From an optimization exercise on the open Yosys and OpenROAD flow, aimed at small area and a short achievable clock period; shortcuts taken in it are not production practice.
RTL that was checked went through simulation tests only; none was proved equivalent to the original.
Only the layout flow was run in run 1; the RTL was not checked for function there.
In every run shown here, the design's own scripts or RTL, not TritonCTS, make the clock network.
No driver is modelled on the clock port, so clock power and skew are understated where the tree is cut down; a real chip needs a root buffer or a tree.
Power figures rest on the tool's default switching activity, not on a simulated workload.

`flow/flow/run.sh`:
```
#!/bin/bash
# Layout flow: the standard ORFS flow (standard.sh), with these changes:
#  - synthesis is the standard flow's own script (synth_recipe.tcl), except for its final
#    ABC mapping call: the logic feeding the first-stage registers (the input
#    cone of wire nrm, on the paths from the inputs) is mapped first with
#    flow/abc_stage1.script (delay-driven mapping and sizing), then the rest
#    with flow/abc_map.script (area mapping, sized to a looser delay target);
#    Yosys's own quick ABC pass inside synth is skipped (SYNTH_ARGS -noabc)
#    so that this mapping starts from the RTL's AND/inverter network, and the
#    half/full-adder extraction is left out (ADDER_MAP_FILE empty);
#  - the port buffers that global placement inserts are buf_1 cells;
#  - after CTS, flow/clock_one_buffer.tcl replaces the clock tree with one
#    clock buffer driving all the registers (there are only 20), and gives
#    the input ports' buffers the cell INPUT_BUF_CELL when that is set.
# Each step's full output goes to a log file in this folder (synth.log,
# layout.log), and ORFS's own per-step logs stay under orfs/logs/.
set -euo pipefail
W=$PWD
F=$W/flow

# Synthesis script: synth_recipe.tcl with the abc call redirected.
{
  head -n 1 synth_recipe.tcl
  cat <<TCL
proc abc {args} {
  set i [lsearch -exact \$args -script]
  if {[file exists {$F/abc_stage1.script}]} {
    # The logic feeding the first-stage registers (the cone of wire nrm)
    # is mapped first, with its own script.
    set a1 \$args
    lset a1 [expr {\$i + 1}] {$F/abc_stage1.script}
    yosys abc {*}\$a1 w:nrm %ci*
  }
  lset args [expr {\$i + 1}] {$F/abc_map.script}
  yosys abc {*}\$args
}
TCL
  tail -n +2 synth_recipe.tcl
} > own_synth.tcl

VARS=(
  "SYNTH_SCRIPT=$W/own_synth.tcl"
  "BUFFER_PORTS_ARGS=-buffer_cell sky130_fd_sc_hd__buf_1"
  "ADDER_MAP_FILE="
  "SYNTH_ARGS=-noabc"
  "POST_CTS_TCL=$F/clock_one_buffer.tcl"
  "CLOCK_ONE_BUFFER_CELL=sky130_fd_sc_hd__clkbuf_8"
  "INPUT_BUF_CELL=sky130_fd_sc_hd__buf_2"
)
bash standard.sh "${VARS[@]}" synth > synth.log 2>&1
bash standard.sh "${VARS[@]}" finish > layout.log 2>&1
```
`flow/flow/abc_map.script`:
```
strash
amap
topo
buffer -p
upsize -D 1400
dnsize -D 1400
```
`flow/flow/abc_stage1.script`:
```
strash
map -D 400
topo
buffer -p
upsize -D 400
dnsize -D 400
```
`flow/flow/clock_one_buffer.tcl`:
```
# POST_CTS_TCL hook: the design has only a few registers, so CTS's two-level
# tree (a root buffer, leaf buffers and dummy loads) is replaced by a single
# clock buffer that drives every register's clock pin; every register still
# gets its clock through a buffer, the same one for all.
set block [ord::get_db_block]
set port_net [[$block findBTerm clk] getNet]
set sinks {}
set tree {}
set tree_nets {}
set todo [list $port_net]
# Walk the clock network from the port: registers are sinks, everything else
# on it (buffers, inverters, dummy loads) belongs to the tree.
while {[llength $todo]} {
  set net [lindex $todo 0]
  set todo [lrange $todo 1 end]
  foreach it [$net getITerms] {
    if {![$it isInputSignal]} continue
    set inst [$it getInst]
    if {[[$inst getMaster] isSequential]} {
      lappend sinks $it
    } elseif {[lsearch $tree $inst] < 0} {
      lappend tree $inst
      foreach ot [$inst getITerms] {
        if {[$ot isOutputSignal] && [$ot getNet] ne "NULL"} {
          lappend todo [$ot getNet]
          lappend tree_nets [$ot getNet]
        }
      }
    }
  }
}
puts "clock_one_buffer: [llength $sinks] clock sinks, removing [llength $tree] tree cells"
set xs 0; set ys 0
foreach it $sinks {
  lassign [[$it getInst] getLocation] x y
  set xs [expr {$xs + $x}]; set ys [expr {$ys + $y}]
  $it disconnect
}
foreach inst $tree { odb::dbInst_destroy $inst }
foreach net [lsort -unique $tree_nets] { odb::dbNet_destroy $net }
set master [[ord::get_db] findMaster $::env(CLOCK_ONE_BUFFER_CELL)]
set buf [odb::dbInst_create $block $master clkbuf_0_clk]
set net [odb::dbNet_create $block clknet_0_clk]
$net setSigType CLOCK
[$buf findITerm A] connect $port_net
[$buf findITerm X] connect $net
foreach it $sinks { $it connect $net }
set n [llength $sinks]
$buf setLocation [expr {int($xs / $n)}] [expr {int($ys / $n)}]
$buf setPlacementStatus PLACED
detailed_placement
check_placement -verbose
estimate_parasitics -placement
report_clock_skew

# Optionally give the input ports' buffers a stronger cell of the same
# function (the paths from the inputs are the design's longest).
if {[info exists ::env(INPUT_BUF_CELL)] && $::env(INPUT_BUF_CELL) ne ""} {
  set bm [[ord::get_db] findMaster $::env(INPUT_BUF_CELL)]
  foreach bt [$block getBTerms] {
    if {[$bt getIoType] ne "INPUT" || [$bt getName] eq "clk"} continue
    foreach it [[$bt getNet] getITerms] {
      set inst [$it getInst]
      if {[string match "sky130_fd_sc_hd__buf_*" [[$inst getMaster] getName]]} { $inst swapMaster $bm }
    }
  }
  detailed_placement
  estimate_parasitics -placement
}

# Optionally the same for the output ports' buffers.
if {[info exists ::env(OUTPUT_BUF_CELL)] && $::env(OUTPUT_BUF_CELL) ne ""} {
  set bm [[ord::get_db] findMaster $::env(OUTPUT_BUF_CELL)]
  foreach bt [$block getBTerms] {
    if {[$bt getIoType] ne "OUTPUT"} continue
    foreach it [[$bt getNet] getITerms] {
      set inst [$it getInst]
      if {[$it isOutputSignal] && [string match "sky130_fd_sc_hd__buf_*" [[$inst getMaster] getName]]} { $inst swapMaster $bm }
    }
  }
  detailed_placement
  estimate_parasitics -placement
}
```
`flow/standard.sh`:
```
#!/bin/bash
# synth_recipe.tcl (not shown) runs the flow's synth.tcl, then flattens the netlist and writes it again
# the make line also repeats each setting of config.mk as NAME=value (left out here)
make -C /OpenROAD-flow-scripts/flow DESIGN_CONFIG=/design/flow/config.mk WORK_HOME=/design/flow/orfs CLKGATE_MAP_FILE= SYNTH_SCRIPT=/design/flow/synth_recipe.tcl "${@:-finish}"
```
`flow/config.mk`:
```
export PLATFORM = sky130hd
export DESIGN_NAME = log2
export DESIGN_NICKNAME = log2
export VERILOG_FILES = /design/flow/design.v
export SDC_FILE = /design/flow/constraint.sdc
export NUM_CORES = 4
export LEC_CHECK = 0
export CAP_MARGIN = 20
export CORE_AREA = 2 2 62 62
export DIE_AREA = 0 0 64 64
export PLACE_DENSITY = 0.6
export SETUP_SLACK_MARGIN = 4.7
export SLEW_MARGIN = 20
```
`flow/constraint.sdc`:
```
create_clock -name core_clock -period 7.0 [get_ports {clk}]
set_input_delay 1.4000 -clock core_clock [delete_from_list [all_inputs] [get_ports {clk}]]
set_output_delay 1.4000 -clock core_clock [all_outputs]
set_load 0.01 [all_outputs]
```
`flow/design.v`:
```
module log2 #(
  parameter int FRAC_W = 5,
  parameter int MANT_W = 16
) (
  input  logic              clk,
  input  logic              rst_n,
  input  logic [7:0]        x,
  input  logic              validx,
  output logic [FRAC_W+2:0] y,
  output logic              validy
);
  logic [9:0] nrm;
  logic a20, a21, a22, a24, a25, a26, a27, a28, a29, a31;
  logic a32, a33, a34, a35, a36, a37, a38, a39, a41, a42;
  logic a43, a44, a45, a46, a47, a49, a50, a51, a52, a54;
  logic a55, a56, a57, a58, a59, a60, a61, a62, a63, a64;
  logic a66, a67, a68, a69, a70, a71, a73, a74, a75, a77;
  logic a78;
  assign nrm[0] = x[0] & x[7];
  assign a20 = x[6] & ~x[7];
  assign a21 = x[0] & a20;
  assign a22 = x[1] & x[7];
  assign nrm[1] = a21 | a22;
  assign a24 = ~x[6] & ~x[7];
  assign a25 = x[5] & a24;
  assign a26 = x[0] & a25;
  assign a27 = x[1] & a20;
  assign a28 = x[2] & x[7];
  assign a29 = ~a27 & ~a28;
  assign nrm[2] = a26 | ~a29;
  assign a31 = x[1] & a25;
  assign a32 = ~x[5] & ~x[7];
  assign a33 = x[0] & ~x[6];
  assign a34 = x[4] & a33;
  assign a35 = a32 & a34;
  assign a36 = x[2] & a20;
  assign a37 = x[3] & x[7];
  assign a38 = ~a36 & ~a37;
  assign a39 = ~a35 & a38;
  assign nrm[3] = a31 | ~a39;
  assign a41 = x[1] & ~x[5];
  assign a42 = ~x[7] & ~a41;
  assign a43 = x[4] & ~a20;
  assign a44 = ~a42 & a43;
  assign a45 = x[3] & a20;
  assign a46 = ~a44 & ~a45;
  assign a47 = ~x[4] & ~x[5];
  assign nrm[9] = ~a24 | ~a47;
  assign a49 = x[0] & x[3];
  assign a50 = ~nrm[9] & a49;
  assign a51 = x[2] & a25;
  assign a52 = ~a50 & ~a51;
  assign nrm[4] = ~a46 | ~a52;
  assign a54 = x[2] & a32;
  assign a55 = ~a20 & ~a54;
  assign a56 = ~x[3] & a33;
  assign a57 = ~x[4] & ~a56;
  assign a58 = ~a55 & ~a57;
  assign a59 = x[1] & ~x[4];
  assign a60 = a24 & a59;
  assign a61 = ~x[5] & ~a60;
  assign a62 = x[3] & ~x[6];
  assign a63 = ~x[7] & ~a62;
  assign a64 = ~a61 & ~a63;
  assign nrm[5] = a58 | a64;
  assign a66 = a32 & a56;
  assign a67 = x[4] & ~x[7];
  assign a68 = ~x[6] & ~a67;
  assign a69 = ~a54 & a68;
  assign a70 = ~a66 & a69;
  assign a71 = a61 & a63;
  assign nrm[6] = ~a70 & ~a71;
  assign a73 = a32 & ~a59;
  assign a74 = a55 & ~a73;
  assign a75 = x[3] & ~nrm[9];
  assign nrm[7] = a74 | a75;
  assign a77 = ~x[2] & ~x[3];
  assign a78 = a47 & ~a77;
  assign nrm[8] = ~a24 | a78;
  localparam logic [6:0] MINV = 7'b0000000;
  logic [2:0] e_q;
  logic [6:0] m_q;
  logic       v_q;
  always_ff @(posedge clk) begin
    e_q <= nrm[9:7];
    m_q <= nrm[6:0] ^ MINV;
    v_q <= rst_n & validx;
  end
  logic [4:0] f;
  logic [6:0] m;
  assign m = m_q ^ MINV;
  logic b13, b14, b15, b16, b17, b18, b19, b20, b21, b22;
  logic b23, b24, b25, b26, b27, b28, b29, b30, b31, b32;
  logic b33, b34, b35, b36, b37, b38, b39, b40, b41, b42;
  logic b43, b44, b45, b46, b47, b48, b49, b50, b51, b52;
  logic b53, b54, b55, b56, b57, b59, b60, b61, b62, b63;
  logic b64, b65, b66, b67, b69, b70, b71, b72, b74, b75;
  assign b13 = ~m[3] & m[6];
  assign b14 = m[0] & m[3];
  assign b15 = ~m[1] & ~b14;
  assign b16 = m[4] & ~b15;
  assign b17 = ~m[6] & b16;
  assign b18 = ~b13 & ~b17;
  assign b19 = m[5] & ~b18;
  assign b20 = m[4] & ~m[5];
  assign b21 = ~m[2] & ~b13;
  assign b22 = b20 & b21;
  assign b23 = ~m[3] & ~m[6];
  assign b24 = ~m[4] & ~b23;
  assign b25 = ~m[0] & ~m[2];
  assign b26 = ~b24 & b25;
  assign b27 = ~m[1] & ~m[2];
  assign b28 = ~b26 & ~b27;
  assign b29 = ~b22 & b28;
  assign b30 = ~b19 & ~b29;
  assign b31 = ~m[6] & b14;
  assign b32 = b20 & ~b31;
  assign b33 = m[1] & m[2];
  assign b34 = ~b32 & b33;
  assign b35 = m[0] & ~m[5];
  assign b36 = m[3] & m[6];
  assign b37 = ~b35 & b36;
  assign b38 = b34 & ~b37;
  assign b39 = ~b30 & ~b38;
  assign b40 = m[5] & m[6];
  assign b41 = ~m[4] & b40;
  assign b42 = ~m[5] & ~m[6];
  assign b43 = ~m[3] & ~m[4];
  assign b44 = ~m[1] & ~b43;
  assign b45 = b42 & b44;
  assign b46 = ~b41 & ~b45;
  assign b47 = ~m[4] & ~b25;
  assign b48 = ~m[0] & ~m[3];
  assign b49 = ~b27 & b48;
  assign b50 = ~b47 & ~b49;
  assign b51 = ~b46 & ~b50;
  assign b52 = b39 & b51;
  assign b53 = ~b16 & b42;
  assign b54 = ~m[4] & ~b14;
  assign b55 = b53 & ~b54;
  assign b56 = ~b41 & ~b55;
  assign b57 = ~b39 & b56;
  assign f[0] = ~b52 & ~b57;
  assign b59 = ~b20 & ~b51;
  assign b60 = b39 & ~b59;
  assign b61 = ~b40 & ~b53;
  assign b62 = ~b60 & ~b61;
  assign b63 = ~m[3] & ~b34;
  assign b64 = m[3] & b38;
  assign b65 = ~b63 & ~b64;
  assign b66 = b62 & ~b65;
  assign b67 = ~b62 & b65;
  assign f[1] = ~b66 & ~b67;
  assign b69 = ~b62 & ~b63;
  assign b70 = m[4] & b69;
  assign b71 = ~m[4] & ~b64;
  assign b72 = ~b69 & b71;
  assign f[2] = ~b70 & ~b72;
  assign b74 = m[5] & b70;
  assign b75 = ~m[5] & ~b70;
  assign f[3] = ~b74 & ~b75;
  assign f[4] = m[6] | b74;
  always_ff @(posedge clk) begin
    y      <= {e_q, f};
    validy <= rst_n & v_q;
  end
endmodule
```
==> key figures, run 1 <==
Status
  – Status: no timing/DRC/antenna violations

Global routing
  – Global-route wire length before repair: 3.00 mm
  – Vias in the first global route: a little under 700
  – Overflow after GRT: 0
  – Total Routing Usage GR: 0.0873
  – Largest net degree at the start of global routing: 21
  – Initial antenna violation count: 0

Setup path
  – Highest-delay cell along the critical path: dfxtp_1
  – Setup crit start kind: register
  – Worst endpoint required time: 5.60 ns
  – Critical path's largest stage delay: 0.33 ns
  – WP buf/inv: 1
  – Setup Crit Path Kind: register to primary output
  – Crit-path leading delay family: flip-flops
  – CP arrival: ~0.64 ns
  – Cell Chain, Critical Path: buf_1
  – Critical path capture point type: primary output
  – Max FO, Critical Path: 1

Drt
  – Via Count: 818
  – Via-per-instance ratio: 4.76
  – Number of DRC markers in iteration 0: 59
  – DR pass1 iterations: 4
  – Drt wl/cell: 9.90 um
  – Routed WL: ~1.7 mm
  – Remaining antenna violation count: 0
  – DRC viols: 0

STA
  – Fmax: about 500 MHz
  – Worst Max-Slew Pin Slew: 0.460 ns
  – Final setup vio count: 0
  – Crit share post-route: 0.291
  – Final Hold Fails: 0
  – Slew Viols, Final: 0
  – Clock Skews: 0.00198 ns
  – Setup TNS Final: 0 ns
  – Slew margin rel.: 0.685
  – Minimum clock period after layout: 2.04 ns
  – Unrepaired setup endpoints after global routing: false

Synth
  – Syn. warnings: 1
  – Mapped Area: approximately 850 sq um
  – Top FF cell, synth: dfxtp_1
  – Synth top area cells: dfxtp_1 (47%), nand2_1 (5.7%), inv_1 (5.3%)
  – Post-Synthesis Cells: roughly 110
  – Yosys cell types: 27
  – Synth top area share: 0.469
  – Post-synth EDFFs: 0
  – #FFs+latches synth: 20
  – Async SR Flop Fraction: 0
  – Synth Area per Inst: slightly above 8 sq um
  – Post-synthesis sequential area ratio: 0.469
  – Post-synth net total: 117
  – Leading area contributor after synthesis: dfxtp_1

Pwr
  – Static Leak: 0.408 nW
  – Peak supply drop: 0.0000697 V
  – PwrDens: between 200 and 250 nW/um^2
  – Total Power: between 0.2 and 0.25 mW

Cells and area
  – Final instance area: between 1000 and 1500 sq um
  – Util after Layout: 0.298
  – Final Instance Count excl. Fillers: approximately 170
  – Antenna diode count: 0
  – Layout Nets: 139
  – P&R area growth vs syn: 18.3%
  – Fraction of layout cells with a size suffix above 1: 0.143
  – Fillers: 361

Min path
  – Hold/Removal Path Class: register to register

Place
  – Port Buffers: 19
  – Placed cell areas: 983 sq um
  – Cells after DPL: 171
  – Hpwl dp: 1.33 mm
  – RD Place Congestion: 0.914

Floorplanning
  – Initial core utilization: 0.252
  – Die Width: around 64 um
  – I/O pins: 20
  – Core area: 3390 sq um
  – Die ar.: 4100 sq um
  – Die height: ~64 um
  – Row count: 21

Clocking
  – Clock Latency Late Sink: 0.16 ns
  – Clock-pin transition on the worst setup and hold timing paths: ~0.11 ns
  – Clock sink total: 20

Flow run
  – Max Cap Violations: 0
==> layout by cell type, fill, tap and decap left out, types with 2 or more instances in the layout <==
master	instances
o2111ai_1	2
nand4_1	3
o21ai_0	3
inv_1	12
nor2b_1	2
o21ai_1	2
nor2_1	11
o22ai_1	2
nor3_1	3
dfxtp_1	19
nand3_1	6
nor2_2	2
a31oi_1	3
a21oi_1	6
buf_2	10
nand2_1	13
buf_1	9
o21a_1	5
==> flip-flops by register name, summed over array words and instances (netlist names) <==
| register | cells |
|---|---|
| e_q | 3 |
| m_q | 7 |
| v_q | 1 |
| validy | 1 |
| y | 8 |
==> per-stage QoR <==
step	worst slack (ns)	hold slack [ns]
final	4.96	0.338
after global placement	4.80	0.313
after global routing	4.78	0.345
after detailed placement	4.73	0.313
after floorplan	5.07	0.310
==> worst reg2reg max path, stage by stage, from the launching register on <==
cell,delay [ns]
dfxtp_1,0.43
inv_1,0.13
a2111oi_0,0.50
o21a_1,0.20
o21ai_1,0.07
o21ai_2,0.08
o21ai_1,0.11
nor2_2,0.14
nand2_1,0.09
o21a_1,0.11
==> cell families after synthesis <==
kind of cell / count (synthesis) / share of synthesized area
simple gates: 42 / 0.228
compound gates: 31 / 0.246
flops: 20 / 0.469
buf+inv: 13 / 0.0571
==> where the power goes <==
| group | switching, mW | internal [mW] |
|---|---|---|
| combinational | 0.0296 | 0.0186 |
| sequential | 0.00693 | 0.126 |
| clock | 0.0260 | 0.0133 |
==> cells in the mapped netlist, drive strengths merged (2+ instances only) <==
cell / count
dfxtp: 20
inv: 13
nand2: 13
nor2: 13
a21oi: 7
nand3: 6
o21ai: 6
o21a: 5
a31oi: 3
nand4: 3
nor2b: 3
nor3: 3
o2111ai: 2
o22ai: 2
==> metal layers <==
| layer | vias to the layer above | share of wire | track usage |
|---|---|---|---|
| met1 | 361 | 0.47 | 0.130 |
| li1 | 419 | - | - |
| met5 | - | 0 | 0 |
| met2 | 38 | 0.46 | 0.130 |
| met4 | 0 | 0 | 0.0163 |
| met3 | 0 | 0.066 | 0.0176 |
==> worst paths after layout <==
check / from / endpoint / slack (ns) / depth (start not counted)
worst max register to register: m_q[4] / y[3] / 5.03 / 9
worst min register to register: e_q[2] / y[7] / 0.34 / 0
worst max-delay path: y[5] / y[5] / 4.96 / 1
worst min-delay path: e_q[2] / y[7] / 0.34 / 0
==> layout make-up <==
| cell class | instances | area [sq um] | share of cell area |
|---|---|---|---|
| flip-flops and latches | 20 | 402 | 0.397 |
| repair buffers | 19 | 83.8 | 0.0829 |
| multi-input cells | 73 | 405 | 0.401 |
| well taps | 46 | 57.6 | 0.0569 |
| plain buffers | 1 | 13.8 | 0.0136 |
| inverters | 13 | 48.8 | 0.0483 |
==> run 2, diff against run 1 <==
--- a/flow/design.v
+++ b/flow/design.v
@@ -94,72 +94,68 @@
   logic b33, b34, b35, b36, b37, b38, b39, b40, b41, b42;
   logic b43, b44, b45, b46, b47, b48, b49, b50, b51, b52;
   logic b53, b54, b55, b56, b57, b59, b60, b61, b62, b63;
-  logic b64, b65, b66, b67, b69, b70, b71, b72, b74, b75;
-  assign b13 = ~m[3] & m[6];
-  assign b14 = m[0] & m[3];
-  assign b15 = ~m[1] & ~b14;
-  assign b16 = m[4] & ~b15;
-  assign b17 = ~m[6] & b16;
-  assign b18 = ~b13 & ~b17;
-  assign b19 = m[5] & ~b18;
-  assign b20 = m[4] & ~m[5];
-  assign b21 = ~m[2] & ~b13;
-  assign b22 = b20 & b21;
-  assign b23 = ~m[3] & ~m[6];
-  assign b24 = ~m[4] & ~b23;
-  assign b25 = ~m[0] & ~m[2];
-  assign b26 = ~b24 & b25;
-  assign b27 = ~m[1] & ~m[2];
-  assign b28 = ~b26 & ~b27;
-  assign b29 = ~b22 & b28;
-  assign b30 = ~b19 & ~b29;
-  assign b31 = ~m[6] & b14;
-  assign b32 = b20 & ~b31;
-  assign b33 = m[1] & m[2];
-  assign b34 = ~b32 & b33;
-  assign b35 = m[0] & ~m[5];
-  assign b36 = m[3] & m[6];
-  assign b37 = ~b35 & b36;
-  assign b38 = b34 & ~b37;
-  assign b39 = ~b30 & ~b38;
-  assign b40 = m[5] & m[6];
-  assign b41 = ~m[4] & b40;
-  assign b42 = ~m[5] & ~m[6];
-  assign b43 = ~m[3] & ~m[4];
-  assign b44 = ~m[1] & ~b43;
-  assign b45 = b42 & b44;
-  assign b46 = ~b41 & ~b45;
-  assign b47 = ~m[4] & ~b25;
-  assign b48 = ~m[0] & ~m[3];
-  assign b49 = ~b27 & b48;
-  assign b50 = ~b47 & ~b49;
-  assign b51 = ~b46 & ~b50;
-  assign b52 = b39 & b51;
-  assign b53 = ~b16 & b42;
-  assign b54 = ~m[4] & ~b14;
-  assign b55 = b53 & ~b54;
-  assign b56 = ~b41 & ~b55;
-  assign b57 = ~b39 & b56;
-  assign f[0] = ~b52 & ~b57;
-  assign b59 = ~b20 & ~b51;
-  assign b60 = b39 & ~b59;
-  assign b61 = ~b40 & ~b53;
-  assign b62 = ~b60 & ~b61;
-  assign b63 = ~m[3] & ~b34;
-  assign b64 = m[3] & b38;
-  assign b65 = ~b63 & ~b64;
-  assign b66 = b62 & ~b65;
-  assign b67 = ~b62 & b65;
-  assign f[1] = ~b66 & ~b67;
-  assign b69 = ~b62 & ~b63;
-  assign b70 = m[4] & b69;
-  assign b71 = ~m[4] & ~b64;
-  assign b72 = ~b69 & b71;
-  assign f[2] = ~b70 & ~b72;
-  assign b74 = m[5] & b70;
-  assign b75 = ~m[5] & ~b70;
-  assign f[3] = ~b74 & ~b75;
-  assign f[4] = m[6] | b74;
+  logic b64, b65, b67, b68, b70, b71;
+  assign b13 = ~m[1] & ~m[2];
+  assign b14 = ~m[0] & b13;
+  assign b15 = m[5] & m[6];
+  assign b16 = m[3] & ~b15;
+  assign b17 = ~b14 & b16;
+  assign b18 = m[0] & m[1];
+  assign b19 = m[4] & m[6];
+  assign b20 = ~m[4] & ~m[6];
+  assign b21 = ~b19 & ~b20;
+  assign b22 = ~b18 & ~b21;
+  assign b23 = ~m[5] & ~m[6];
+  assign b24 = b22 & b23;
+  assign b25 = m[2] & ~b24;
+  assign b26 = ~m[1] & ~m[4];
+  assign b27 = ~b19 & ~b23;
+  assign b28 = ~b26 & b27;
+  assign b29 = ~b25 & ~b28;
+  assign b30 = b17 & ~b29;
+  assign b31 = ~b15 & ~b23;
+  assign b32 = m[1] & b31;
+  assign b33 = ~m[3] & ~b32;
+  assign b34 = m[0] & ~b15;
+  assign b35 = ~m[1] & ~b34;
+  assign b36 = b21 & ~b35;
+  assign b37 = ~b31 & ~b36;
+  assign b38 = m[2] & ~b37;
+  assign b39 = b33 & ~b38;
+  assign b40 = ~b30 & ~b39;
+  assign b41 = m[0] & b21;
+  assign b42 = b15 & ~b41;
+  assign b43 = m[3] & ~b42;
+  assign b44 = ~b37 & b43;
+  assign b45 = m[2] & ~b19;
+  assign b46 = ~b33 & b45;
+  assign b47 = ~b44 & ~b46;
+  assign b48 = ~b23 & ~b42;
+  assign b49 = ~b13 & b21;
+  assign b50 = ~b48 & ~b49;
+  assign b51 = ~b40 & b50;
+  assign b52 = b47 & ~b51;
+  assign b53 = m[3] & ~m[5];
+  assign b54 = ~b41 & b53;
+  assign b55 = m[1] & m[2];
+  assign b56 = ~b54 & b55;
+  assign b57 = ~b40 & b56;
+  assign f[1] = b52 | b57;
+  assign b59 = ~b40 & f[1];
+  assign b60 = b40 & ~b52;
+  assign b61 = ~m[3] & b15;
+  assign b62 = ~m[2] & ~b61;
+  assign b63 = ~b17 & b62;
+  assign b64 = b22 & b63;
+  assign b65 = ~b60 & ~b64;
+  assign f[0] = ~b59 & b65;
+  assign b67 = m[4] & ~b47;
+  assign b68 = ~m[4] & b47;
+  assign f[2] = ~b67 & ~b68;
+  assign b70 = m[5] & b67;
+  assign b71 = ~m[5] & ~b67;
+  assign f[3] = ~b70 & ~b71;
+  assign f[4] = m[6] | b70;
   always_ff @(posedge clk) begin
     y      <= {e_q, f};
     validy <= rst_n & v_q;
==> flow/flow/abc_map.script (replaced) <==
strash
amap
topo
buffer -p
upsize -D 1200
dnsize -D 1200
==> key figures, run 2 <==
Status
  – Status: no timing/DRC/antenna violations

Floorplanning
  – Die Width: 64 um
  – I/O pins: 20
  – Row count: 21
  – Die height: 64 um
  – Die ar.: 4100 sq um
  – Core area: 3390 sq um
  – Initial core utilization: 0.251

STA
  – Final Hold Fails: 0
  – Minimum clock period after layout: 2.03 ns
  – Final setup vio count: 0
  – Slew Viols, Final: 0
  – Unrepaired setup endpoints after global routing: false
  – Fmax: 493 MHz
  – Crit share post-route: 0.290
  – Setup TNS Final: 0 ns
  – Slew margin rel.: 0.765
  – Worst Max-Slew Pin Slew: approximately 0.35 ns
  – Clock Skews: 0.000249 ns
  – Final WS setup: 4.97 ns

Place
  – RD Place Congestion: 0.980
  – Hpwl dp: 1.36 mm
  – Placed cell areas: between 900 and 1000 sq um
  – Cells after DPL: 169
  – Port Buffers: 19
  – Pre-CTS setup slack: 4.75 ns

Clocking
  – Clock-pin transition on the worst setup and hold timing paths: around 0.11 ns
  – Clock Latency Late Sink: approximately 0.16 ns
  – Clock sink total: 20

Setup path
  – Setup crit start kind: register
  – CP arrival: 0.63 ns
  – Cell Chain, Critical Path: buf_1
  – Highest-delay cell along the critical path: dfxtp_1
  – Worst endpoint required time: 5.60 ns
  – Max FO, Critical Path: 1
  – Critical path's largest stage delay: about 0.32 ns
  – Crit-path leading delay family: flip-flops
  – Critical path capture point type: primary output
  – R2R Setup Slk: 5.12 ns
  – WP buf/inv: 1
  – Setup Crit Path Kind: register to primary output

Pwr
  – PwrDens: 224 nW/um^2
  – Sequential share of power: 0.588
  – Clk pwr share: 0.172
  – Peak supply drop: a little under 0.00008 V
  – Switching power: approximately 0.065 mW
  – Cell internal pwr: 0.160 mW
  – Comb pwr share: 0.239
  – Static Leak: 0.422 nW
  – Sw frac: 0.289

Drt
  – DR WL met2: 789 um
  – Metal-1 WL: between 800 and 900 um
  – Routed WL: 1.72 mm
  – DR top layer: met4
  – Number of DRC markers in iteration 0: 35
  – DRC viols: 0
  – DR pass1 iterations: 4
  – Drt wl/cell: roughly 10 um
  – Via-per-instance ratio: 4.63
  – Via Count: between 700 and 800
  – Metal3 WL: 108 um
  – Remaining antenna violation count: 0

Cells and area
  – Most frequent cells in the layout: dfxtp_1 (20), inv_1 (17), nor2_1 (10), buf_2 (10), buf_1 (9)
  – P&R area growth vs syn: 18.3%
  – Layout Nets: 137
  – Final instance area: 1000 sq um
  – Fraction of layout cells with a size suffix above 1: 0.161
  – Biggest register: y
  – Regs by FF count: y (8), m_q (7), e_q (3)
  – Util after Layout: 0.296
  – Max reg flops: 8
  – Commonest non-fill, non-tap cell in the layout: dfxtp_1
  – Antenna diode count: 0
  – Final Instance Count excl. Fillers: 170

Flow run
  – Max Cap Violations: 0

Synth
  – Yosys cell types: 28
  – #FFs+latches synth: 20
  – Post-synth top cells: dfxtp_1 (20), inv_1 (17), nor2_1 (10), nand2_1 (8), a21oi_1 (7)
  – Syn. warnings: 1
  – Count leader, synth: dfxtp_1
  – Async SR Flop Fraction: 0
  – Post-synth net total: about 120
  – Synth top area cells: dfxtp_1 (47%), inv_1 (7.5%), nor2_1 (4.4%)
  – Leading area contributor after synthesis: dfxtp_1
  – Synth top area share: 0.471
  – Post-synth EDFFs: 0
  – Top FF cell, synth: dfxtp_1
  – Post-synthesis sequential area ratio: 0.471
  – Synth Area per Inst: 8.17 sq um
  – Mapped Area: 850 sq um
  – Post-Synthesis Cells: 104

Global routing
  – Vias in the first global route: about 740
  – Global-route wire length before repair: about 3.0 mm
  – Largest net degree at the start of global routing: 21
  – Total Routing Usage GR: 0.0875
  – Initial antenna violation count: 0
  – Overflow after GRT: 0

Min path
  – Hold/Removal Path Class: register to register
run 2: cell count changes after synthesis, moves of 2 or more:
cell,before,now
o21a_1,5,1
nand2_1,13,8
inv_1,12,17
nor3_1,3,1
o21ai_2,1,3
run 2: final cells by class:
cell class	instances	area, sq um
tap	46	57.6
inverter	19	71.3
multi-input combinational	65	378
buffer	1	13.8
timing repair buffer	19	83.8
fill	362	2380
sequential	20	400
run 2: metrics by stage:
stage                     total power, mW  hold WS, ns
after floorplan                     0.171        0.310
after global placement              0.186        0.312
after detailed placement            0.188        0.316
after global routing                0.241        0.347
final                               0.225        0.341
run 2: metal layers:
metal | global-route usage | up-vias
met5 | 0 | -
met4 | 0.0272 | 0
met3 | 0.0176 | 2
met2 | 0.139 | 31
met1 | 0.118 | 352
li1 | - | 402
run 2: kinds of logic (layout without fill, tap and decap cells):
| kind of cell | Yosys count | count (layout) | synth area share |
|---|---|---|---|
| compound gates | 33 | 33 | 0.271 |
| buf+inv | 19 | 39 | 0.0839 |
| flops | 20 | 20 | 0.471 |
| simple gates | 32 | 32 | 0.174 |
run 2: final timing paths:
path | cells after the start | startpoint | to
worst max-delay path | 1 | y[4] | y[4]
worst min-delay path | 0 | e_q[0] | y[5]
worst max register to register | 10 | m_q[5] | y[0]
worst min register to register | 0 | e_q[0] | y[5]
run 2: power groups by stage:
stage	Clock (mW)	Sequential, mW	Combinational [mW]
2_1_floorplan	0	0.139	0.0322
3_3_place_gp	0	0.135	0.0512
3_5_place_dp	0	0.135	0.0524
5_1_grt	0.0457	0.135	0.0603
6_report	0.0388	0.133	0.0539
==> run 3, diff against run 2 <==
==> flow/flow/abc_map.script (replaced) <==
strash
amap
topo
buffer -p
upsize -D 1400
dnsize -D 1400
==> key figures, run 3 <==
Floorplanning
  – Initial core utilization: 0.251
  – Die Width: 64 um
  – Die ar.: 4100 sq um
  – Core area: about 3400 sq um
  – Die height: 64 um
  – Row count: 21
  – I/O pins: 20

Synth
  – Synth top area share: 0.471
  – Async SR Flop Fraction: 0
  – Post-Synthesis Cells: roughly 100
  – Top FF cell, synth: dfxtp_1
  – Yosys cell types: 28
  – Synth top area cells: dfxtp_1 (47%), inv_1 (7.5%), nor2_1 (4.4%)
  – Post-synth net total: between 100 and 150
  – #FFs+latches synth: 20
  – Leading area contributor after synthesis: dfxtp_1
  – Post-synthesis sequential area ratio: 0.471
  – Post-synth top cells: dfxtp_1 (20), inv_1 (17), nor2_1 (10), nand2_1 (8), a21oi_1 (7)
  – Count leader, synth: dfxtp_1
  – Syn. warnings: 1
  – Mapped Area: 850 sq um
  – Post-synth EDFFs: 0
  – Synth Area per Inst: 8.17 sq um

Pwr
  – Static Leak: 0.422 nW
  – PwrDens: 224 nW/um^2
  – Peak supply drop: 0.0000784 V

Clocking
  – Clock sink total: 20
  – Clock-pin transition on the worst setup and hold timing paths: 0.11 ns
  – Clock Latency Late Sink: between 0.15 and 0.2 ns

Setup path
  – Setup crit start kind: register
  – CP startpoint: y[4]
  – Reg2reg end: y[0]
  – Crit-path leading delay family: flip-flops
  – Worst reg2reg path depth: 10
  – R2R Setup Slk: 5.12 ns
  – WP buf/inv: 1
  – CP arrival: 0.63 ns
  – WP depth: 1
  – Cell Chain, Critical Path: buf_1
  – Highest-delay cell along the critical path: dfxtp_1
  – Max FO, Critical Path: 1
  – Worst r2r src: m_q[5]
  – Critical path's largest stage delay: 0.32 ns
  – Worst endpoint required time: 5.60 ns
  – Setup Crit Path Kind: register to primary output
  – Critical path capture point type: primary output

STA
  – Fmax: between 400 and 500 MHz
  – Slew margin rel.: 0.765
  – Clock Skews: 0.000249 ns
  – Slew Viols, Final: 0
  – Final setup vio count: 0
  – Setup TNS Final: 0 ns
  – Final Hold Fails: 0
  – Unrepaired setup endpoints after global routing: false
  – Worst Max-Slew Pin Slew: around 0.35 ns
  – Minimum clock period after layout: 2.03 ns
  – Crit share post-route: 0.290

Cells and area
  – Commonest non-fill, non-tap cell in the layout: dfxtp_1
  – Regs by FF count: y (8), m_q (7), e_q (3)
  – Antenna diode count: 0
  – P&R area growth vs syn: 18.3%
  – Most frequent cells in the layout: dfxtp_1 (20), inv_1 (17), nor2_1 (10), buf_2 (10), buf_1 (9)
  – Fillers: approximately 360
  – FF/Latch Area: 400 sq um
  – Biggest register: y
  – Max reg flops: 8
  – Final instance area: about 1000 sq um
  – Layout Nets: 137
  – Fraction of layout cells with a size suffix above 1: 0.161
  – Util after Layout: 0.296
  – Footprint of the multi-input gates: 378 sq um

Drt
  – Via-per-instance ratio: around 4.6
  – Drt wl/cell: 10.1 um
  – Routed WL: 1.72 mm
  – Remaining antenna violation count: 0
  – DRC viols: 0
  – Number of DRC markers in iteration 0: 35
  – DR pass1 iterations: 4
  – Via Count: 787

Global routing
  – Global-route wire length before repair: between 3 and 4 mm
  – Overflow after GRT: 0
  – Initial antenna violation count: 0
  – Vias in the first global route: 744
  – Largest net degree at the start of global routing: 21
  – Total Routing Usage GR: 0.0875

Place
  – Placed cell areas: 978 sq um
  – RD Place Congestion: 0.980
  – Hpwl dp: around 1.4 mm
  – Port Buffers: 19

Min path
  – Hold/Removal Path Class: register to register
  – Hold_sp: e_q[0]
  – Hold Path End: y[5]
  – Hold Crit Depth: 0

Status
  – Status: no timing/DRC/antenna violations

Flow run
  – Max Cap Violations: 0
==> run 3: cell counts after synthesis <==
Identical to the previous run, type by type.
==> run 3: per-stage QoR <==
step	instances	hold slack (ns)	power [mW]	worst slack (ns)
2_1_floorplan	104	0.310	0.171	5.07
6_report	170	0.341	0.225	4.97
3_5_place_dp	169	0.316	0.188	4.75
5_1_grt	170	0.347	0.241	4.90
3_3_place_gp	169	0.312	0.186	4.80
==> run 3: logic make-up (layout without fill, tap and decap cells) <==
logic type,Yosys count,count (layout),synth area share
flops,20,20,0.471
simple gates,32,32,0.174
compound gates,33,33,0.271
buf+inv,19,39,0.0839
==> run 3: layout make-up <==
type / count / area share
inverter: 19 / 0.0710
sequential: 20 / 0.399
timing repair buffer: 19 / 0.0834
buffer: 1 / 0.0137
multi-input combinational: 65 / 0.376
tap: 46 / 0.0573
==> run 3: metal layers <==
metal / GRT usage / up-vias / share of wire
met2: 0.139 / 31 / 0.46
li1: - / 402 / -
met4: 0.0272 / 0 / 0.0081
met3: 0.0176 / 2 / 0.063
met1: 0.118 / 352 / 0.47
met5: 0 / - / 0
==> run 3: how the worst max path moves through the flow <==
stage,endpoint
after global placement,m_q[5]
after global routing,y[4]
after floorplan,m_q[4]
after detailed placement,m_q[5]
final,y[4]
==> run 3: power by group <==
| group | internal, mW | switching, mW | total [mW] |
|---|---|---|---|
| Sequential | 0.127 | 0.00596 | 0.133 |
| Combinational | 0.0201 | 0.0338 | 0.0539 |
| Clock | 0.0133 | 0.0255 | 0.0388 |
| Total | 0.160 | 0.0652 | 0.225 |
==> run 4, diff against run 3 <==
==> flow/flow/abc_map.script (replaced) <==
strash
amap
topo
==> key figures, run 4 <==
STA
  – Slew margin rel.: 0.777
  – Fmax: slightly below 500 MHz
  – Crit share post-route: 0.291
  – Setup TNS Final: 0 ns
  – Final Hold Fails: 0
  – Clock Skews: 0.000734 ns
  – Minimum clock period after layout: between 2 and 2.5 ns
  – Unrepaired setup endpoints after global routing: false
  – Final setup vio count: 0
  – Slew Viols, Final: 0
  – Worst Max-Slew Pin Slew: roughly 0.33 ns

Synth
  – Syn. warnings: 1
  – Top FF cell, synth: dfxtp_1
  – #FFs+latches synth: 20
  – Mapped Area: between 800 and 900 sq um
  – Synth Area per Inst: 8.00 sq um
  – Post-synth net total: about 120
  – Post-synthesis sequential area ratio: 0.481
  – Async SR Flop Fraction: 0
  – Post-synth top cells: dfxtp_1 (20), clkinv_1 (12), nor2_1 (11), nand2_1 (8), o21ai_0 (8)
  – Post-Synthesis Cells: 104
  – Synth top area cells: dfxtp_1 (48%), clkinv_1 (5.4%), nor2_1 (5.0%)
  – Count leader, synth: dfxtp_1
  – Yosys cell types: 26
  – Post-synth EDFFs: 0
  – Synth top area share: 0.481
  – Leading area contributor after synthesis: dfxtp_1

Status
  – Status: no timing/DRC/antenna violations

Place
  – Cells after DPL: 169
  – RD Place Congestion: 1.05
  – Hpwl dp: 1.37 mm
  – Port Buffers: 19

Cells and area
  – Max reg flops: 8
  – P&R area growth vs syn: 19.2%
  – Final Instance Count excl. Fillers: 170
  – Fraction of layout cells with a size suffix above 1: 0.121
  – Most frequent cells in the layout: dfxtp_1 (19), nor2_1 (11), clkinv_1 (11)
  – Util after Layout: 0.293
  – Antenna diode count: 0
  – Biggest register: y
  – Commonest non-fill, non-tap cell in the layout: dfxtp_1
  – Layout Nets: 137
  – Regs by FF count: y (8), m_q (7), e_q (3)

Floorplanning
  – Row count: 21
  – Core area: 3390 sq um
  – Die height: 64 um
  – Die Width: 64 um
  – Die ar.: 4100 sq um
  – Initial core utilization: 0.245
  – I/O pins: 20

Setup path
  – CP arrival: 2.11 ns
  – Setup crit start kind: register
  – Worst endpoint required time: 7.07 ns
  – Setup Crit Path Kind: register to register
  – Max FO, Critical Path: 4
  – Critical path capture point type: register

Pwr
  – Peak supply drop: 0.0000761 V
  – Switching power: roughly 0.063 mW
  – PwrDens: 223 nW/um^2
  – Sw frac: 0.283
  – Clk pwr share: 0.173
  – Sequential share of power: 0.598
  – Comb pwr share: 0.229
  – Static Leak: 0.389 nW
  – Cell internal pwr: 0.159 mW

Clocking
  – Clock-pin transition on the worst setup and hold timing paths: 0.10 ns
  – Clock sink total: 20
  – Clock Latency Late Sink: about 0.16 ns

Drt
  – Remaining antenna violation count: 0
  – Drt wl/cell: 10.1 um
  – DR pass1 iterations: 4
  – Via-per-instance ratio: 4.62
  – Number of DRC markers in iteration 0: 29
  – DRC viols: 0
  – Via Count: slightly below 800
  – Routed WL: about 1.7 mm

Min path
  – Hold/Removal Path Class: register to register

Flow run
  – Max Cap Violations: 0

Global routing
  – Overflow after GRT: 0
  – Initial antenna violation count: 0
  – Global-route wire length before repair: 2.97 mm
  – Vias in the first global route: 710
  – Total Routing Usage GR: 0.0878
  – Largest net degree at the start of global routing: 21
## run 4: cell count changes after synthesis, sizes merged
cell / change
clkinv: +12
inv: -12
## run 4: kinds of logic after synthesis
group                  share of synthesized area
AOI/OAI and AO/OA                          0.259
buffers and inverters                     0.0857
DFF                                        0.481
and+or+nand+nor                            0.174
## run 4: layout make-up
type / instances / area (sq um)
Buffer: 1 / 13.8
Fill cell: 368 / 2400
Inverter: 19 / 71.3
Multi-Input combinational cell: 65 / 364
Sequential cell: 20 / 402
Tap cell: 46 / 57.6
Timing Repair Buffer: 19 / 83.8
## run 4: final timing paths
path | startpoint | to | slack (ns) | cells after the start
hold reg to reg | e_q[2] | y[7] | 0.34 | 0
setup reg to reg | m_q[4] | y[0] | 4.96 | 12
hold / removal | e_q[2] | y[7] | 0.34 | 0
setup / recovery | m_q[4] | y[0] | 4.96 | 12
## run 4: per-stage QoR
| stage | setup slack, ns | hold WS, ns | power, mW | area [sq um] |
|---|---|---|---|---|
| final | 4.96 | 0.337 | 0.222 | 992 |
| after global placement | 4.80 | 0.311 | 0.182 | 961 |
| after detailed placement | 4.74 | 0.312 | 0.183 | 961 |
| after global routing | 4.71 | 0.346 | 0.236 | 992 |
| after floorplan | 5.04 | 0.310 | 0.167 | 832 |
## run 4: metal layers
| layer | share of wire | track usage | wire length [um] |
|---|---|---|---|
| met5 | 0 | 0 | 0 |
| met4 | 0.011 | 0.0326 | 19 |
| met3 | 0.053 | 0.00880 | 91 |
| met2 | 0.45 | 0.150 | 774 |
| met1 | 0.49 | 0.114 | 837 |
## run 4: worst max-delay path, cell delays in order, from the launching register on
cell and delay, ns:
dfxtp_1 0.38, clkinv_1 0.11, nor2_1 0.15, clkinv_1 0.11, o21ai_2 0.11, nor2_1 0.08
a21oi_1 0.17, o21ai_0 0.09, o21ai_0 0.13, inv_2 0.07, o21ai_1 0.17, o21ai_0 0.13
a221oi_1 0.27
## run 4: power groups by stage
stage / clock network, mW / registers [mW] / logic, mW
2_1_floorplan: 0 / 0.138 / 0.0284
3_3_place_gp: 0 / 0.135 / 0.0473
3_5_place_dp: 0 / 0.135 / 0.0483
5_1_grt: 0.0439 / 0.135 / 0.0576
6_report: 0.0383 / 0.133 / 0.0507
==> run 5, diff against run 4 <==
==> flow/flow/abc_map.script (replaced) <==
strash
amap
topo
buffer -p
upsize -D 1700
dnsize -D 1700
==> key figures, run 5 <==
Status
  – Status: no timing/DRC/antenna violations

Pwr
  – Peak supply drop: 0.0000777 V
  – PwrDens: 224 nW/um^2
  – Static Leak: around 0.42 nW
  – Total Power: 0.222 mW

Setup path
  – R2R Setup Slk: 4.97 ns
  – Highest-delay cell along the critical path: dfxtp_1
  – Setup crit start kind: register
  – Critical path's largest stage delay: 0.32 ns
  – Max FO, Critical Path: 1
  – Critical path capture point type: primary output
  – Worst endpoint required time: 5.60 ns
  – CP arrival: 0.64 ns
  – Cell Chain, Critical Path: buf_1
  – WP buf/inv: 1
  – Setup Crit Path Kind: register to primary output
  – Crit-path leading delay family: flip-flops

Synth
  – Post-Synthesis Cells: 104
  – Count leader, synth: dfxtp_1
  – Post-synth top cells: dfxtp_1 (20), inv_1 (19), nor2_1 (11), nand2_1 (8), o21ai_0 (8)
  – Post-synth EDFFs: 0
  – Yosys cell types: 25
  – Post-synthesis sequential area ratio: 0.481
  – Async SR Flop Fraction: 0
  – Leading area contributor after synthesis: dfxtp_1
  – #FFs+latches synth: 20
  – Post-synth net total: 115
  – Synth top area share: 0.481
  – Top FF cell, synth: dfxtp_1
  – Synth top area cells: dfxtp_1 (48%), inv_1 (8.6%), nor2_1 (5.0%)
  – Synth Area per Inst: 8.00 sq um
  – Syn. warnings: 1
  – Mapped Area: roughly 830 sq um

Cells and area
  – Util after Layout: 0.293
  – Biggest register: y
  – Fillers: 363
  – P&R area growth vs syn: 19.2%
  – Footprint of the multi-input gates: 364 sq um
  – Antenna diode count: 0
  – Fraction of layout cells with a size suffix above 1: 0.121
  – FF/Latch Area: 402 sq um
  – Most frequent cells in the layout: inv_1 (19), dfxtp_1 (19), nor2_1 (11)
  – Regs by FF count: y (8), m_q (7), e_q (3)
  – Final Instance Count excl. Fillers: 170
  – Max reg flops: 8
  – Layout Nets: between 100 and 150

Place
  – Hpwl dp: 1.40 mm
  – Port Buffers: 19
  – Cells after DPL: between 150 and 200
  – RD Place Congestion: about 0.96

STA
  – Crit share post-route: 0.292
  – Minimum clock period after layout: 2.04 ns
  – Clock Skews: 0.00110 ns
  – Final setup vio count: 0
  – Slew Viols, Final: 0
  – Final Hold Fails: 0
  – Fmax: 489 MHz
  – Final hold slack: roughly 0.34 ns
  – Setup TNS Final: 0 ns
  – Worst Max-Slew Pin Slew: 0.361 ns
  – Slew margin rel.: 0.756
  – Unrepaired setup endpoints after global routing: false

Clocking
  – Clock sink total: 20
  – Clock Latency Late Sink: 0.16 ns
  – Clock-pin transition on the worst setup and hold timing paths: 0.11 ns

Floorplanning
  – Initial core utilization: 0.245
  – I/O pins: 20
  – Die height: 64 um
  – Row count: 21
  – Core area: approximately 3400 sq um
  – Die Width: 64 um
  – Die ar.: 4100 sq um

Global routing
  – Global-route wire length before repair: 2.93 mm
  – Initial antenna violation count: 0
  – Vias in the first global route: around 720
  – Total Routing Usage GR: 0.0878
  – Overflow after GRT: 0
  – Largest net degree at the start of global routing: 21

Drt
  – Drt wl/cell: 10.2 um
  – Via Count: 806
  – Via-per-instance ratio: 4.74
  – Remaining antenna violation count: 0
  – Number of DRC markers in iteration 0: 54
  – DR pass1 iterations: 4
  – DRC viols: 0
  – Routed WL: 1.73 mm

Min path
  – Hold/Removal Path Class: register to register

Flow run
  – Max Cap Violations: 0
run 5: cell count changes in the layout (fill, tap and decap cells not counted), sizes merged:
cell and change:
inv +11, clkinv -11
run 5: path summary, 6_finish.rpt:
| kind | endpoint | from | cells after the start |
|---|---|---|---|
| min | y[6] | e_q[1] | 0 |
| max reg2reg | y[0] | m_q[4] | 12 |
| max | y[7] | y[7] | 1 |
| min reg2reg | y[6] | e_q[1] | 0 |
run 5: layout make-up:
type / count / area share
Sequential cell: 20 / 0.405
Multi-Input combinational cell: 65 / 0.367
Timing Repair Buffer: 19 / 0.0845
Inverter: 19 / 0.0719
Tap cell: 46 / 0.0580
Buffer: 1 / 0.0139
run 5: per-layer routing:
metal  GRT usage  wire, um
met1       0.108       772
met2       0.151       768
met3      0.0211       160
met4      0.0245        28
met5           0         0
run 5: power by group:
| group | switching (mW) | internal (mW) |
|---|---|---|
| combinational | 0.0315 | 0.0186 |
| sequential | 0.00574 | 0.127 |
| clock | 0.0259 | 0.0133 |
| total | 0.0631 | 0.159 |
run 5: metrics by stage:
| step | area [sq um] | setup WS (ns) |
|---|---|---|
| after global placement | 961 | 4.80 |
| after floorplan | 832 | 5.07 |
| final | 992 | 4.96 |
| after global routing | 992 | 4.71 |
| after detailed placement | 961 | 4.75 |
run 5: logic make-up (layout without fill, tap and decap cells):
group / after synthesis / after routing / synth area share
buf+inv: 19 / 39 / 0.0857
compound gates: 33 / 33 / 0.259
simple gates: 32 / 32 / 0.174
flops: 20 / 20 / 0.481
==> run 6, diff against run 5 <==
==> flow/flow/abc_map.script (replaced) <==
strash
amap
topo
buffer -p
upsize -D 1580
dnsize -D 1580
==> key figures, run 6 <==
Floorplanning
  – Die height: ~64 um
  – Initial core utilization: 0.245
  – Core area: 3390 sq um
  – I/O pins: 20
  – Row count: 21
  – Die Width: 64 um
  – Die ar.: 4100 sq um

Min path
  – Hold/Removal Path Class: register to register

Drt
  – Drt wl/cell: between 10 and 15 um
  – Remaining antenna violation count: 0
  – Via Count: 800
  – DR pass1 iterations: 6
  – DRC viols: 0
  – Number of DRC markers in iteration 0: 119
  – Via-per-instance ratio: between 4 and 5
  – Routed WL: between 1.5 and 2 mm

Global routing
  – Met2 Resource Use GR: 0.146
  – Vias in the first global route: ~750
  – Most used routing layer: met2
  – Total Routing Usage GR: 0.0889
  – Grt met1 use: 0.114
  – GR Util met3: 0.0176
  – Initial antenna violation count: 0
  – Overflow after GRT: 0
  – Global-route wire length before repair: roughly 3.0 mm
  – Largest net degree at the start of global routing: 21

Place
  – RD Place Congestion: 0.837
  – Hpwl dp: 1.44 mm
  – Port Buffers: 19

Setup path
  – Critical path's largest stage delay: approximately 0.33 ns
  – Max FO, Critical Path: 1
  – Highest-delay cell along the critical path: dfxtp_1
  – CP arrival: 0.64 ns
  – Setup Crit Path Kind: register to primary output
  – Critical path capture point type: primary output
  – Crit-path leading delay family: flip-flops
  – Cell Chain, Critical Path: buf_1
  – WP buf/inv: 1
  – Setup crit start kind: register
  – Worst endpoint required time: 5.60 ns

Synth
  – Post-synth EDFFs: 0
  – Syn. warnings: 1
  – Synth top area cells: dfxtp_1 (48%), inv_1 (8.6%), nor2_1 (5.0%)
  – Top FF cell, synth: dfxtp_1
  – Post-Synthesis Cells: 104
  – #FFs+latches synth: 20
  – Post-synth top cells: dfxtp_1 (20), inv_1 (19), nor2_1 (11), nand2_1 (8)
  – Post-synth net total: 115
  – Leading area contributor after synthesis: dfxtp_1
  – Async SR Flop Fraction: 0
  – Yosys cell types: 26
  – Synth Area per Inst: around 8.0 sq um
  – Post-synthesis sequential area ratio: 0.481
  – Synth top area share: 0.481
  – Count leader, synth: dfxtp_1
  – Mapped Area: 832 sq um

Pwr
  – Peak supply drop: 0.0000736 V
  – Switching power: 0.0619 mW
  – PwrDens: 223 nW/um^2
  – Clk pwr share: 0.174
  – Sw frac: 0.281
  – Comb pwr share: 0.225
  – Cell internal pwr: 0.159 mW
  – Sequential share of power: 0.601
  – Static Leak: 0.420 nW

Cells and area
  – Commonest non-fill, non-tap cell in the layout: dfxtp_1
  – Fillers: roughly 370
  – Max reg flops: 8
  – Util after Layout: 0.292
  – Layout Nets: 137
  – Antenna diode count: 0
  – Most frequent cells in the layout: dfxtp_1 (20), inv_1 (19), nor2_1 (11)
  – P&R area growth vs syn: 19.1%
  – Fraction of layout cells with a size suffix above 1: 0.113
  – Regs by FF count: y (8), m_q (7), e_q (3)
  – Biggest register: y

Clocking
  – Clock-pin transition on the worst setup and hold timing paths: 0.10 ns
  – Clock Latency Late Sink: approximately 0.16 ns
  – Clock sink total: 20

Status
  – Status: no timing/DRC/antenna violations

STA
  – Final setup vio count: 0
  – Unrepaired setup endpoints after global routing: false
  – Setup TNS Final: 0 ns
  – Final Hold Fails: 0
  – Fmax: between 400 and 500 MHz
  – Crit share post-route: 0.291
  – Slew Viols, Final: 0
  – Minimum clock period after layout: 2.04 ns
  – Clock Skews: between 0.0009 and 0.001 ns
  – Worst Max-Slew Pin Slew: approximately 0.30 ns
  – Slew margin rel.: 0.797

Flow run
  – Max Cap Violations: 0
run 6: final cells by class:
cell class	instances	area, sq um	share of cell area
Tap cell	46	57.6	0.0581
Buffer	1	13.8	0.0139
Timing Repair Buffer	19	83.8	0.0846
Multi-Input combinational cell	65	364	0.367
Sequential cell	20	400	0.404
Inverter	19	71.3	0.0720
run 6: power by group through the flow:
stage | Sequential [mW] | Combinational [mW] | Clock (mW)
finish | 0.133 | 0.0497 | 0.0384
global route | 0.134 | 0.0562 | 0.0469
detailed placement | 0.135 | 0.0484 | 0
global placement | 0.135 | 0.0480 | 0
floorplan | 0.138 | 0.0285 | 0
run 6: cell families (layout without fill, tap and decap cells):
family,count (synthesis),after routing,share of synthesized area
AOI/OAI and AO/OA,33,33,0.259
and+or+nand+nor,32,32,0.174
buffers and inverters,19,39,0.0857
DFF,20,20,0.481
run 6: final timing paths:
kind / startpoint / endpoint / slack, ns / cells after the start
min: e_q[0] / y[5] / 0.34 / 0
max reg2reg: m_q[6] / y[0] / 5.01 / 11
min reg2reg: e_q[0] / y[5] / 0.34 / 0
max: y[7] / y[7] / 4.96 / 1
run 6: routing by layer:
metal / wire length, um / share of wire / vias to the layer above
li1: - / - / 406
met1: 820 / 0.47 / 359
met2: 798 / 0.46 / 33
met3: 111 / 0.064 / 2
met4: 15 / 0.0086 / 0
met5: 0 / 0 / -
run 6: per-stage QoR:
stage / instance area [sq um] / power [mW] / hold WS [ns] / std cells / setup slack (ns)
2_1_floorplan: 832 / 0.167 / 0.310 / 104 / 5.07
3_3_place_gp: 961 / 0.183 / 0.312 / 169 / 4.76
3_5_place_dp: 961 / 0.183 / 0.312 / 169 / 4.72
5_1_grt: 991 / 0.237 / 0.345 / 170 / 4.77
6_report: 991 / 0.221 / 0.337 / 170 / 4.96
==> run 7, diff against run 6 <==
==> flow/flow/abc_map.script (replaced) <==
strash
amap
topo
buffer -p
upsize -D 1500
dnsize -D 1500
==> key figures, run 7 <==
Place
  – Port Buffers: 19
  – RD Place Congestion: 0.934
  – Cells after DPL: 169
  – Placed cell areas: 961 sq um
  – Hpwl dp: 1.33 mm

Cells and area
  – Final Instance Count excl. Fillers: 170
  – Max reg flops: 8
  – Fillers: 360
  – Fraction of layout cells with a size suffix above 1: 0.113
  – Commonest non-fill, non-tap cell in the layout: dfxtp_1
  – P&R area growth vs syn: 19.1%
  – Most frequent cells in the layout: dfxtp_1 (20), inv_1 (19), nor2_1 (11)
  – Regs by FF count: y (8), m_q (7), e_q (3)
  – Biggest register: y
  – Layout Nets: 137
  – Antenna diode count: 0
  – Final instance area: 991 sq um

Synth
  – Synth top area share: 0.481
  – Post-synth net total: 115
  – Synth Area in Compound Gates: 0.259
  – Syn. warnings: 1
  – Leading area contributor after synthesis: dfxtp_1
  – Post-synthesis mux area share: 0
  – Combinational family with the most area after synthesis: compound AO/OA/AOI/OAI gates
  – Yosys cell types: 26
  – Synth top area cells: dfxtp_1 (48%), inv_1 (8.6%), nor2_1 (5.0%)
  – Synth Area in Simple Gates: 0.174
  – Post-Synthesis Cells: about 100
  – Top FF cell, synth: dfxtp_1
  – Mapped Area: 832 sq um
  – Post-Synth Adder-Cell Area: 0
  – Post-synthesis sequential area ratio: 0.481
  – Synth Area per Inst: 8.00 sq um
  – Post-synth EDFFs: 0
  – Async SR Flop Fraction: 0
  – Post-synth top cells: dfxtp_1 (20), inv_1 (19), nor2_1 (11), nand2_1 (8), a21oi_1 (7)
  – Post-synthesis xor/xnor area fraction: 0
  – #FFs+latches synth: 20
  – Count leader, synth: dfxtp_1

STA
  – Slew Viols, Final: 0
  – Final hold slack: between 0.3 and 0.4 ns
  – Fmax: 490 MHz
  – Slew margin rel.: 0.779
  – Crit share post-route: 0.291
  – Unrepaired setup endpoints after global routing: false
  – Final setup vio count: 0
  – Final Hold Fails: 0
  – Clock Skews: 0.000767 ns
  – Minimum clock period after layout: 2.04 ns
  – Setup TNS Final: 0 ns
  – Worst Max-Slew Pin Slew: between 0.3 and 0.4 ns

Setup path
  – Worst endpoint required time: 5.60 ns
  – Crit-path leading delay family: flip-flops
  – WP depth: 1
  – Critical path capture point type: primary output
  – Highest-delay cell along the critical path: dfxtp_1
  – Max FO, Critical Path: 1
  – Setup Crit Path Kind: register to primary output
  – Worst reg2reg path depth: 12
  – Cell Chain, Critical Path: buf_1
  – Setup crit start kind: register
  – Critical path's largest stage delay: 0.33 ns
  – CP arrival: 0.64 ns
  – WP buf/inv: 1

Pwr
  – Comb pwr share: 0.227
  – PwrDens: between 200 and 250 nW/um^2
  – Sw frac: 0.284
  – Peak supply drop: 0.0000791 V
  – Sequential share of power: 0.596
  – Switching power: 0.0631 mW
  – Clk pwr share: 0.177
  – Static Leak: 0.420 nW
  – Cell internal pwr: roughly 0.16 mW

Drt
  – DRC viols: 0
  – Via-per-instance ratio: 4.58
  – Via Count: just under 800
  – Routed WL: 1.66 mm
  – DR pass1 iterations: 4
  – Remaining antenna violation count: 0
  – Number of DRC markers in iteration 0: 44
  – Drt wl/cell: 9.74 um

Flow run
  – Max Cap Violations: 0

Min path
  – Hold Crit Depth: 0
  – Hold/Removal Path Class: register to register

Floorplanning
  – Die ar.: 4100 sq um
  – Die height: 64 um
  – Row count: 21
  – I/O pins: 20
  – Die Width: 64 um
  – Core area: 3390 sq um
  – Initial core utilization: 0.245

Global routing
  – Total Routing Usage GR: 0.0860
  – Vias in the first global route: 713
  – Global-route wire length before repair: 2.92 mm
  – Overflow after GRT: 0
  – Initial antenna violation count: 0
  – Largest net degree at the start of global routing: 21

Clocking
  – Clock-pin transition on the worst setup and hold timing paths: 0.11 ns
  – Clock sink total: 20
  – Clock Latency Late Sink: 0.16 ns

Status
  – Status: no timing/DRC/antenna violations
[run 7: cell count changes after synthesis]
cell     before  now
o21ai_1       1    3
o21ai_0       7    5
[run 7: layout make-up]
type,instances,area (sq um),area share
multi-input cells,65,364,0.367
flip-flops and latches,20,400,0.404
plain buffers,1,13.8,0.0139
repair buffers,19,83.8,0.0846
inverters,19,71.3,0.0720
well taps,46,57.6,0.0581
[run 7: per-stage QoR]
stage | setup slack [ns] | utilization | total power [mW]
detailed placement | 4.75 | 0.283 | 0.183
floorplan | 5.07 | - | 0.167
global route | 4.75 | 0.292 | 0.237
global placement | 4.80 | 0.283 | 0.182
finish | 4.96 | 0.292 | 0.222
[run 7: power by group through the flow]
stage               registers, mW  clock network (mW)  logic, mW
detailed placement          0.135                   0     0.0485
finish                      0.132              0.0394     0.0504
floorplan                   0.138                   0     0.0289
global placement            0.134                   0     0.0479
global route                0.134              0.0456     0.0576
[run 7: routing by layer]
metal	track usage	routed length (um)	vias to the layer above
met3	0.0194	120	0
met4	0.0272	0	0
met2	0.141	755	30
met5	0	0	-
met1	0.112	779	343
li1	-	-	405
[run 7: cell families (layout without fill, tap and decap cells)]
group / count (synthesis) / in the layout
flip-flops: 20 / 20
AO/OA/AOI/OAI: 33 / 33
buffers and inverters: 19 / 39
AND/OR/NAND/NOR: 32 / 32
[run 7: worst paths after layout]
path	startpoint	to	slack, ns
max	y[7]	y[7]	4.96
min reg2reg	e_q[1]	y[6]	0.34
min	e_q[1]	y[6]	0.34
max reg2reg	m_q[6]	y[0]	5.06

[separate check: timing with driven ports]
In the flow no input, the clock included, has a driving cell. The finished layouts below were timed again as built, in two steps. Step 1: set_driving_cell puts a clkbuf_16 on clk and a buf_2 on each other input, an assumption about the parent block. Step 2 adds t to the input delays and takes it off the output delays; t is the mean of the earliest and latest rising clock arrival at the registers after step 1. Input paths then give back, and output paths get back, about the clock's delay inside the block. a / b / c = ideal / step 1 / step 2; a / b = the first two.
run | t (ns) | setup slack, ns | slew at the worst register clock pin (ns) | cell pins on the clock port's net
run 1 | 0.183 | 4.961 / 4.940 / 4.795 | 0.11 / 0.11 | 1
run 2 | 0.182 | 4.970 / 4.948 / 4.793 | 0.11 / 0.11 | 1
run 3 | 0.182 | 4.970 / 4.948 / 4.793 | 0.11 / 0.11 | 1
run 4 | 0.179 | 4.965 / 4.947 / 4.796 | 0.10 / 0.10 | 1
run 5 | 0.186 | 4.956 / 4.931 / 4.786 | 0.11 / 0.11 | 1
run 6 | 0.184 | 4.963 / 4.938 / 4.805 | 0.10 / 0.10 | 1
run 7 | 0.185 | 4.961 / 4.938 / 4.800 | 0.11 / 0.11 | 1
After both steps setup and hold are still met in every run listed.
